This is an optimization exercise on Yosys and OpenROAD, whose aim is small area and a short achievable clock period, not a production implementation. Where RTL was checked, it was by simulation tests only, not by an equivalence proof against the original. Power and IR drop assume default switching activity.

==> branch raven <==
## gpio_to_axis_mux_fifo
module gpio_to_axis_mux_fifo #(
    parameter int NUM_CH     = 4,
    parameter int DATA_WIDTH = 32,
    parameter int DEPTH      = 16,
    parameter int WEN_EDGE   = 1,
    parameter int BURST_LEN  = 8
) (
    input  logic                         clk,
    input  logic                         rst_n,
    input  logic                         clr,
    input  logic [NUM_CH-1:0]            wen,
    input  logic [NUM_CH*DATA_WIDTH-1:0] wdata,
    output logic [NUM_CH-1:0]            overflow,
    output logic [DATA_WIDTH-1:0]        m_axis_tdata,
    output logic [gpio_axis_pkg::ch_width(NUM_CH)-1:0] m_axis_tdest,
    output logic                         m_axis_tlast,
    output logic                         m_axis_tvalid,
    input  logic                         m_axis_tready
);
export LEC_CHECK = 0
export CAP_MARGIN = 20
export CORE_MARGIN = 2
export CORE_UTILIZATION = 40
export CTS_CLUSTER_DIAMETER = 100
export CTS_CLUSTER_SIZE = 25
export SETUP_SLACK_MARGIN = 2.6
export SLEW_MARGIN = 20
export SYNTH_HIERARCHICAL = 1
export SYNTH_MINIMUM_KEEP_SIZE = 0
create_clock -name core_clock -period 5.0 [get_ports {clk}]
standard.sh (not shown) runs the stock make flow with config.mk's settings and CLKGATE_MAP_FILE= SYNTH_SCRIPT=/design/flow/synth_recipe.tcl, a recipe that flattens the netlist after the stock synthesis.
==> flow/flow/run.sh <==
#!/bin/bash
# Standard ORFS layout (the standard.sh, standard synthesis unchanged) with
# knobs passed through the environment:
#  - port buffers are plain buf_4 cells instead of the delay-cell buffers that
#    buffer_ports picks by default;
#  - clock tree synthesis without dummy loads, with larger sink clusters;
#  - more setup repair after global routing (flow/post_grt.tcl).
set -euo pipefail
export BUFFER_PORTS_ARGS="-buffer_cell sky130_fd_sc_hd__buf_4"
export CTS_ARGS="-sink_clustering_enable -repair_clock_nets -dont_use_dummy_load -sink_clustering_size 25 -sink_clustering_max_diameter 100"
export POST_GLOBAL_ROUTE_TCL="$PWD/flow/post_grt.tcl"
export FLOW_GRT_MARGIN=2.75
export FLOW_GRT_TNS=20
bash standard.sh > standard_flow.log 2>&1
==> flow/flow/post_grt.tcl <==
# Extra setup repair after global routing, on global-route parasitics, with a
# larger margin than the stage's own repair (detailed routing loses about
# 0.1 ns on the worst paths), done the way global_route.tcl does its repair:
# one pass with every move on the worst endpoints, then a sizing-only pass
# over all endpoints. Then the route guides are written again for detailed
# routing.
log_cmd estimate_parasitics -global_routing
log_cmd repair_timing -setup -setup_margin $::env(FLOW_GRT_MARGIN) -repair_tns $::env(FLOW_GRT_TNS) -verbose
log_cmd repair_timing -setup -setup_margin $::env(FLOW_GRT_MARGIN) -repair_tns 100 -sequence "sizeup,swap" -verbose
log_cmd global_route -start_incremental
log_cmd detailed_placement
log_cmd global_route -end_incremental
log_cmd estimate_parasitics -global_routing
write_guides $::env(RESULTS_DIR)/route.guide
==> branch zinc (differences from branch raven) <==
==> flow/design.v (replaced) <==
package gpio_axis_pkg;
    localparam int MAX_CH = 16;
    typedef logic [3:0] ch_idx_t;
    function automatic integer clog2(input integer v);
        integer r, i;
        begin
            r = 0;
            for (i = 0; i < 31; i = i + 1)
                if ((1 << i) < v) r = i + 1;
            clog2 = r;
        end
    endfunction
    function automatic integer ch_width(input integer n);
        ch_width = (n <= 1) ? 1 : clog2(n);
    endfunction
    function automatic integer addr_width(input integer depth);
        addr_width = (depth <= 1) ? 1 : clog2(depth);
    endfunction
endpackage
module gpio_axis_chan_fifo #(
    parameter int DATA_WIDTH = 32,
    parameter int DEPTH      = 16,
    parameter int WEN_EDGE   = 1
) (
    input  logic                        clk,
    input  logic                        rst_n,
    input  logic                        clr,
    input  logic                        wen,
    input  logic [DATA_WIDTH-1:0]       wdata,
    input  logic                        pop,
    output logic [DEPTH*DATA_WIDTH-1:0] mem_flat,
    output logic [DEPTH-1:0]            rsel,
    output logic                        nonempty,
    output logic                        nonempty_nx,
    output logic                        overflow
);
    localparam int AW = gpio_axis_pkg::addr_width(DEPTH);
    localparam int CW = gpio_axis_pkg::clog2(DEPTH + 1);
    logic [DATA_WIDTH-1:0] mem [DEPTH];
    logic [AW-1:0]         wptr, rptr;
    logic [CW-1:0]         count;
    logic                  wen_q;
    logic                  push, full, wr_en, one_left;
    assign push     = (WEN_EDGE != 0) ? (wen & ~wen_q) : wen;
    assign full     = (count == CW'(DEPTH));
    assign one_left = (count == CW'(1));
    assign wr_en    = push & ~full;
    for (genvar i = 0; i < DEPTH; i++) begin : g_mem
        always_ff @(posedge clk) begin
            if (wr_en && wptr == AW'(i))
                mem[i] <= wdata;
        end
        assign mem_flat[i*DATA_WIDTH +: DATA_WIDTH] = mem[i];
        assign rsel[i] = (rptr == AW'(i));
    end
    always_comb begin
        if (!rst_n || clr)
            nonempty_nx = 1'b0;
        else
            nonempty_nx = wr_en | (pop ? (nonempty & ~one_left) : nonempty);
    end
    always_ff @(posedge clk) begin
        nonempty <= nonempty_nx;
    end
    always_ff @(posedge clk) begin
        if (!rst_n) begin
            wen_q    <= 1'b0;
            wptr     <= '0;
            rptr     <= '0;
            count    <= '0;
            overflow <= 1'b0;
        end else if (clr) begin
            wen_q    <= wen;
            wptr     <= '0;
            rptr     <= '0;
            count    <= '0;
            overflow <= 1'b0;
        end else begin
            wen_q <= wen;
            if (wr_en)
                wptr <= (wptr == AW'(DEPTH - 1)) ? '0 : wptr + 1'b1;
            if (push && full)
                overflow <= 1'b1;
            if (pop)
                rptr <= (rptr == AW'(DEPTH - 1)) ? '0 : rptr + 1'b1;
            case ({wr_en, pop})
                2'b10:   count <= count + 1'b1;
                2'b01:   count <= count - 1'b1;
                default: ;
            endcase
        end
    end
endmodule
module gpio_to_axis_mux_fifo #(
    parameter int NUM_CH     = 4,
    parameter int DATA_WIDTH = 32,
    parameter int DEPTH      = 16,
    parameter int WEN_EDGE   = 1,
    parameter int BURST_LEN  = 8
) (
    input  logic                         clk,
    input  logic                         rst_n,
    input  logic                         clr,
    input  logic [NUM_CH-1:0]            wen,
    input  logic [NUM_CH*DATA_WIDTH-1:0] wdata,
    output logic [NUM_CH-1:0]            overflow,
    output logic [DATA_WIDTH-1:0]        m_axis_tdata,
    output logic [gpio_axis_pkg::ch_width(NUM_CH)-1:0] m_axis_tdest,
    output logic                         m_axis_tlast,
    output logic                         m_axis_tvalid,
    input  logic                         m_axis_tready
);
    localparam int CH_W = gpio_axis_pkg::ch_width(NUM_CH);
    logic [NUM_CH-1:0]                        nonempty, nonempty_nx;
    logic [NUM_CH-1:0]                        pop;
    logic [NUM_CH-1:0][DEPTH*DATA_WIDTH-1:0]  mem_flat;
    logic [NUM_CH-1:0][DEPTH-1:0]             rsel, rsel_nx;
    logic [NUM_CH-1:0][DEPTH-1:0]             sel;      
    logic [NUM_CH-1:0]     rr_oh, rr_nx;    
    logic [NUM_CH-1:0]     gnt_oh, gnt_nx;  
    logic [CH_W-1:0]       gnt;
    logic [DATA_WIDTH-1:0] gnt_data;
    logic                  gnt_vld, load, flush;
    for (genvar i = 0; i < NUM_CH; i++) begin : g_ch
        gpio_axis_chan_fifo #(
            .DATA_WIDTH (DATA_WIDTH),
            .DEPTH      (DEPTH),
            .WEN_EDGE   (WEN_EDGE)
        ) u_fifo (
            .clk         (clk),
            .rst_n       (rst_n),
            .clr         (clr),
            .wen         (wen[i]),
            .wdata       (wdata[(i)*(DATA_WIDTH) +: (DATA_WIDTH)]),
            .pop         (pop[i]),
            .mem_flat    (mem_flat[i]),
            .rsel        (rsel[i]),
            .nonempty    (nonempty[i]),
            .nonempty_nx (nonempty_nx[i]),
            .overflow    (overflow[i])
        );
        assign rsel_nx[i] = pop[i] ? {rsel[i][DEPTH-2:0], rsel[i][DEPTH-1]} : rsel[i];
    end
    assign flush   = !rst_n || clr;
    assign gnt_vld = |nonempty;
    assign load    = gnt_vld & (~m_axis_tvalid | m_axis_tready);
    assign pop     = gnt_oh & {NUM_CH{load}};
    always_comb begin
        logic blocked;
        int   j;
        rr_nx = flush ? NUM_CH'(1) : load ? {gnt_oh[NUM_CH-2:0], gnt_oh[NUM_CH-1]} : rr_oh;
        for (int c = 0; c < NUM_CH; c++) begin
            blocked = 1'b0;
            for (int k = 1; k < NUM_CH; k++) begin
                j = (c - k + NUM_CH) % NUM_CH;
                for (int m = 0; m < k; m++)
                    if (rr_nx[j] && nonempty_nx[(j + m) % NUM_CH]) blocked = 1'b1;
            end
            gnt_nx[c] = nonempty_nx[c] && !blocked;
        end
    end
    always_ff @(posedge clk) begin
        rr_oh  <= rr_nx;
        gnt_oh <= gnt_nx;
        for (int c = 0; c < NUM_CH; c++)
            sel[c] <= rsel_nx[c] & {DEPTH{gnt_nx[c]}};
    end
    always_comb begin
        gnt      = '0;
        gnt_data = '0;
        for (int c = 0; c < NUM_CH; c++) begin
            if (gnt_oh[c]) gnt = gnt | CH_W'(c);
            for (int i = 0; i < DEPTH; i++)
                gnt_data = gnt_data | (mem_flat[c][i*DATA_WIDTH +: DATA_WIDTH] & {DATA_WIDTH{sel[c][i]}});
        end
    end
    always_ff @(posedge clk) begin
        if (flush) begin
            m_axis_tvalid <= 1'b0;
            m_axis_tdata  <= '0;
            m_axis_tdest  <= '0;
            m_axis_tlast  <= 1'b0;
        end else if (load) begin
            m_axis_tvalid <= 1'b1;
            m_axis_tdata  <= gnt_data;
            m_axis_tdest  <= gnt;
            m_axis_tlast  <= (BURST_LEN >= 1);
        end else if (m_axis_tready) begin
            m_axis_tvalid <= 1'b0;
        end
    end
endmodule
==> flow/flow/run.sh (replaced) <==
#!/bin/bash
# Standard ORFS layout (the standard.sh, standard synthesis unchanged) with
# knobs passed through the environment:
#  - port buffers are plain buf_4 cells instead of the delay-cell buffers that
#    buffer_ports picks by default;
#  - clock tree synthesis without dummy loads, with larger sink clusters;
#  - one more setup-repair pass after global routing (flow/post_grt.tcl).
set -euo pipefail
export BUFFER_PORTS_ARGS="-buffer_cell sky130_fd_sc_hd__buf_4"
export CTS_ARGS="-sink_clustering_enable -repair_clock_nets -dont_use_dummy_load -sink_clustering_size 25 -sink_clustering_max_diameter 100"
export POST_GLOBAL_ROUTE_TCL="$PWD/flow/post_grt.tcl"
export FLOW_GRT_MARGIN=2.9
export FLOW_GRT_TNS=20
bash standard.sh > standard_flow.log 2>&1
==> flow/flow/post_grt.tcl (replaced) <==
# Extra setup repair after global routing, on global-route parasitics, with a
# larger margin than the stage's own repair (detailed routing loses about
# 0.1 ns on the worst paths), done the way global_route.tcl does its repair;
# then the route guides are written again for detailed routing.
log_cmd estimate_parasitics -global_routing
log_cmd repair_timing -setup -setup_margin $::env(FLOW_GRT_MARGIN) -repair_tns $::env(FLOW_GRT_TNS) -verbose
log_cmd global_route -start_incremental
log_cmd detailed_placement
log_cmd global_route -end_incremental
log_cmd estimate_parasitics -global_routing
write_guides $::env(RESULTS_DIR)/route.guide
==> flow/config.mk (replaced) <==
export PLATFORM = sky130hd
export DESIGN_NAME = gpio_to_axis_mux_fifo
export DESIGN_NICKNAME = gpio_to_axis_mux_fifo
export VERILOG_FILES = /design/flow/design.v
export SDC_FILE = /design/flow/constraint.sdc
export NUM_CORES = 4
export LEC_CHECK = 0
export ABC_CLOCK_PERIOD_IN_PS = 2400
export CAP_MARGIN = 20
export CORE_MARGIN = 2
export CORE_UTILIZATION = 40
export CTS_CLUSTER_DIAMETER = 100
export CTS_CLUSTER_SIZE = 25
export SETUP_SLACK_MARGIN = 2.6
export SLEW_MARGIN = 20
==> branch xenon (differences from branch raven) <==
==> flow/design.v (replaced) <==
package gpio_axis_pkg;
    localparam int MAX_CH = 16;
    typedef logic [3:0] ch_idx_t;
    function automatic integer clog2(input integer v);
        integer r, i;
        begin
            r = 0;
            for (i = 0; i < 31; i = i + 1)
                if ((1 << i) < v) r = i + 1;
            clog2 = r;
        end
    endfunction
    function automatic integer ch_width(input integer n);
        ch_width = (n <= 1) ? 1 : clog2(n);
    endfunction
    function automatic integer addr_width(input integer depth);
        addr_width = (depth <= 1) ? 1 : clog2(depth);
    endfunction
endpackage
module gpio_axis_chan_fifo #(
    parameter int DATA_WIDTH = 32,
    parameter int DEPTH      = 16,
    parameter int WEN_EDGE   = 1
) (
    input  logic                        clk,
    input  logic                        rst_n,
    input  logic                        clr,
    input  logic                        wen,
    input  logic [DATA_WIDTH-1:0]       wdata,
    input  logic                        pop,
    output logic [DEPTH*DATA_WIDTH-1:0] mem_flat,
    output logic [DEPTH-1:0]            rsel,
    output logic                        nonempty,
    output logic                        nonempty_nx,
    output logic                        overflow
);
    localparam int AW = gpio_axis_pkg::addr_width(DEPTH);
    localparam int CW = gpio_axis_pkg::clog2(DEPTH + 1);
    logic [DATA_WIDTH-1:0] mem [DEPTH];
    logic [AW-1:0]         wptr, rptr;
    logic [CW-1:0]         count;
    logic                  wen_q;
    logic                  push, full, wr_en, one_left;
    assign push     = (WEN_EDGE != 0) ? (wen & ~wen_q) : wen;
    assign full     = (count == CW'(DEPTH));
    assign one_left = (count == CW'(1));
    assign wr_en    = push & ~full;
    for (genvar i = 0; i < DEPTH; i++) begin : g_mem
        always_ff @(posedge clk) begin
            if (wr_en && wptr == AW'(i))
                mem[i] <= wdata;
        end
        assign mem_flat[i*DATA_WIDTH +: DATA_WIDTH] = mem[i];
        assign rsel[i] = (rptr == AW'(i));
    end
    always_comb begin
        if (!rst_n || clr)
            nonempty_nx = 1'b0;
        else
            nonempty_nx = wr_en | (pop ? (nonempty & ~one_left) : nonempty);
    end
    always_ff @(posedge clk) begin
        nonempty <= nonempty_nx;
    end
    always_ff @(posedge clk) begin
        if (!rst_n) begin
            wen_q    <= 1'b0;
            wptr     <= '0;
            rptr     <= '0;
            count    <= '0;
            overflow <= 1'b0;
        end else if (clr) begin
            wen_q    <= wen;
            wptr     <= '0;
            rptr     <= '0;
            count    <= '0;
            overflow <= 1'b0;
        end else begin
            wen_q <= wen;
            if (wr_en)
                wptr <= (wptr == AW'(DEPTH - 1)) ? '0 : wptr + 1'b1;
            if (push && full)
                overflow <= 1'b1;
            if (pop)
                rptr <= (rptr == AW'(DEPTH - 1)) ? '0 : rptr + 1'b1;
            case ({wr_en, pop})
                2'b10:   count <= count + 1'b1;
                2'b01:   count <= count - 1'b1;
                default: ;
            endcase
        end
    end
endmodule
module gpio_to_axis_mux_fifo #(
    parameter int NUM_CH     = 4,
    parameter int DATA_WIDTH = 32,
    parameter int DEPTH      = 16,
    parameter int WEN_EDGE   = 1,
    parameter int BURST_LEN  = 8
) (
    input  logic                         clk,
    input  logic                         rst_n,
    input  logic                         clr,
    input  logic [NUM_CH-1:0]            wen,
    input  logic [NUM_CH*DATA_WIDTH-1:0] wdata,
    output logic [NUM_CH-1:0]            overflow,
    output logic [DATA_WIDTH-1:0]        m_axis_tdata,
    output logic [gpio_axis_pkg::ch_width(NUM_CH)-1:0] m_axis_tdest,
    output logic                         m_axis_tlast,
    output logic                         m_axis_tvalid,
    input  logic                         m_axis_tready
);
    localparam int CH_W = gpio_axis_pkg::ch_width(NUM_CH);
    logic [NUM_CH-1:0]                        nonempty, nonempty_nx;
    logic [NUM_CH-1:0]                        pop;
    logic [NUM_CH-1:0][DEPTH*DATA_WIDTH-1:0]  mem_flat;
    logic [NUM_CH-1:0][DEPTH-1:0]             rsel, rsel_nx;
    logic [NUM_CH-1:0][DEPTH-1:0]             sel;      
    logic [NUM_CH-1:0]     rr_oh, rr_nx;    
    logic [NUM_CH-1:0]     gnt_oh, gnt_nx;  
    logic [CH_W-1:0]       gnt;
    logic [DATA_WIDTH-1:0] gnt_data;
    logic                  gnt_vld, load, flush;
    for (genvar i = 0; i < NUM_CH; i++) begin : g_ch
        gpio_axis_chan_fifo #(
            .DATA_WIDTH (DATA_WIDTH),
            .DEPTH      (DEPTH),
            .WEN_EDGE   (WEN_EDGE)
        ) u_fifo (
            .clk         (clk),
            .rst_n       (rst_n),
            .clr         (clr),
            .wen         (wen[i]),
            .wdata       (wdata[(i)*(DATA_WIDTH) +: (DATA_WIDTH)]),
            .pop         (pop[i]),
            .mem_flat    (mem_flat[i]),
            .rsel        (rsel[i]),
            .nonempty    (nonempty[i]),
            .nonempty_nx (nonempty_nx[i]),
            .overflow    (overflow[i])
        );
        assign rsel_nx[i] = pop[i] ? {rsel[i][DEPTH-2:0], rsel[i][DEPTH-1]} : rsel[i];
    end
    assign flush   = !rst_n || clr;
    assign gnt_vld = |nonempty;
    assign load    = gnt_vld & (~m_axis_tvalid | m_axis_tready);
    assign pop     = gnt_oh & {NUM_CH{load}};
    always_comb begin
        logic blocked;
        int   j;
        rr_nx = flush ? NUM_CH'(1) : load ? {gnt_oh[NUM_CH-2:0], gnt_oh[NUM_CH-1]} : rr_oh;
        for (int c = 0; c < NUM_CH; c++) begin
            blocked = 1'b0;
            for (int k = 1; k < NUM_CH; k++) begin
                j = (c - k + NUM_CH) % NUM_CH;
                for (int m = 0; m < k; m++)
                    if (rr_nx[j] && nonempty_nx[(j + m) % NUM_CH]) blocked = 1'b1;
            end
            gnt_nx[c] = nonempty_nx[c] && !blocked;
        end
    end
    always_ff @(posedge clk) begin
        rr_oh  <= rr_nx;
        gnt_oh <= gnt_nx;
        for (int c = 0; c < NUM_CH; c++)
            sel[c] <= rsel_nx[c] & {DEPTH{gnt_nx[c]}};
    end
    always_comb begin
        gnt      = '0;
        gnt_data = '0;
        for (int c = 0; c < NUM_CH; c++) begin
            if (gnt_oh[c]) gnt = gnt | CH_W'(c);
            for (int i = 0; i < DEPTH; i++)
                gnt_data = gnt_data | (mem_flat[c][i*DATA_WIDTH +: DATA_WIDTH] & {DATA_WIDTH{sel[c][i]}});
        end
    end
    always_ff @(posedge clk) begin
        if (flush) begin
            m_axis_tvalid <= 1'b0;
            m_axis_tdata  <= '0;
            m_axis_tdest  <= '0;
            m_axis_tlast  <= 1'b0;
        end else if (load) begin
            m_axis_tvalid <= 1'b1;
            m_axis_tdata  <= gnt_data;
            m_axis_tdest  <= gnt;
            m_axis_tlast  <= (BURST_LEN >= 1);
        end else if (m_axis_tready) begin
            m_axis_tvalid <= 1'b0;
        end
    end
endmodule
==> flow/flow/run.sh (replaced) <==
#!/bin/bash
# Standard ORFS layout (the standard.sh, standard synthesis unchanged) with
# knobs passed through the environment:
#  - port buffers are plain buf_4 cells instead of the delay-cell buffers that
#    buffer_ports picks by default;
#  - clock tree synthesis without dummy loads, with larger sink clusters;
#  - one more setup-repair pass after global routing (flow/post_grt.tcl).
set -euo pipefail
export BUFFER_PORTS_ARGS="-buffer_cell sky130_fd_sc_hd__buf_4"
export CTS_ARGS="-sink_clustering_enable -repair_clock_nets -dont_use_dummy_load -sink_clustering_size 25 -sink_clustering_max_diameter 100"
export POST_GLOBAL_ROUTE_TCL="$PWD/flow/post_grt.tcl"
export FLOW_GRT_MARGIN=2.75
export FLOW_GRT_TNS=20
bash standard.sh > standard_flow.log 2>&1
==> flow/flow/post_grt.tcl (replaced) <==
# Extra setup repair after global routing, on global-route parasitics, with a
# larger margin than the stage's own repair (detailed routing loses about
# 0.1 ns on the worst paths), done the way global_route.tcl does its repair;
# then the route guides are written again for detailed routing.
log_cmd estimate_parasitics -global_routing
log_cmd repair_timing -setup -setup_margin $::env(FLOW_GRT_MARGIN) -repair_tns $::env(FLOW_GRT_TNS) -verbose
log_cmd global_route -start_incremental
log_cmd detailed_placement
log_cmd global_route -end_incremental
log_cmd estimate_parasitics -global_routing
write_guides $::env(RESULTS_DIR)/route.guide
==> flow/config.mk (replaced) <==
export PLATFORM = sky130hd
export DESIGN_NAME = gpio_to_axis_mux_fifo
export DESIGN_NICKNAME = gpio_to_axis_mux_fifo
export VERILOG_FILES = /design/flow/design.v
export SDC_FILE = /design/flow/constraint.sdc
export NUM_CORES = 4
export LEC_CHECK = 0
export ABC_CLOCK_PERIOD_IN_PS = 2400
export CAP_MARGIN = 20
export CORE_MARGIN = 2
export CORE_UTILIZATION = 50
export CTS_CLUSTER_DIAMETER = 100
export CTS_CLUSTER_SIZE = 25
export SETUP_SLACK_MARGIN = 2.6
export SLEW_MARGIN = 20
==> comparison table <==
metric	branch raven	branch xenon	branch zinc
Met1 Wirelength	87100 microns	117000 microns	120000 microns
Max transition margin	0.149	0.112	0.235
Met3 Use GR	0.0270	0.161	0.137
Met2 track demand over resource	0.334	0.599	0.479
Vias/cell	6.14	7.88	7.24
Stages on worst setup path	11	5	10
Min Tclk post-route	2.45 ns	2.45 ns	2.40 ns
Standby leakage power	28.7 nW	28.3 nW	28.8 nW
Die Y-Extent	449 microns	404 microns	451 microns
Register fraction of the total cell area	0.702	0.710	0.694
Share of the synthesized area in the top cell type	0.777	0.769	0.769
Run status	finished clean	finished clean	finished clean
Worst slack after detailed placement	1.37 ns	1.43 ns	1.28 ns
Yosys warnings	10	3	3
Net Sw Power	0.00614 W	0.00667 W	0.00669 W
Part of the power in combinational logic	0.035	0.042	0.044
Flop-to-flop setup slack	2.55 ns	2.55 ns	2.60 ns
Share of total power consumed by net switching	0.202	0.216	0.216
Maximum fanout along the worst path	8	18	16
Function not checked in branch raven: the RTL went through the layout flow alone.

separate check: timing with driven ports:
The flow's constraints put no driver on any port. The routed layouts listed below were extracted and timed again, unchanged, in two steps. Step 1: set_driving_cell puts a clkbuf_16 on clk and a buf_2 on each other input, an assumption about the parent block. Step 2 also shifts input and output timing later by t, the mid clock arrival at the registers, as if the neighbouring blocks saw the same clock. Slacks: ideal ports / drivers / drivers and shift; pairs: ideal ports / drivers.
run	shift t [ns]	setup slack, ns	hold slack, ns	slew at the worst register clock pin (ns)	cell pins on the clock port's net
branch raven	0.811	2.554 / 2.554 / 1.863	0.453 / 0.436 / 0.478	0.11 / 0.11	1
branch zinc	0.854	2.603 / 2.530 / 1.972	0.485 / 0.426 / 0.485	0.11 / 0.11	1
branch xenon	0.843	2.553 / 2.552 / 1.951	0.435 / 0.383 / 0.488	0.11 / 0.11	1
After both steps every run listed still meets setup and hold. The setup slack of branch raven, which loses most, moves by 0.000 ns with the drivers and by -0.691 ns with both steps.
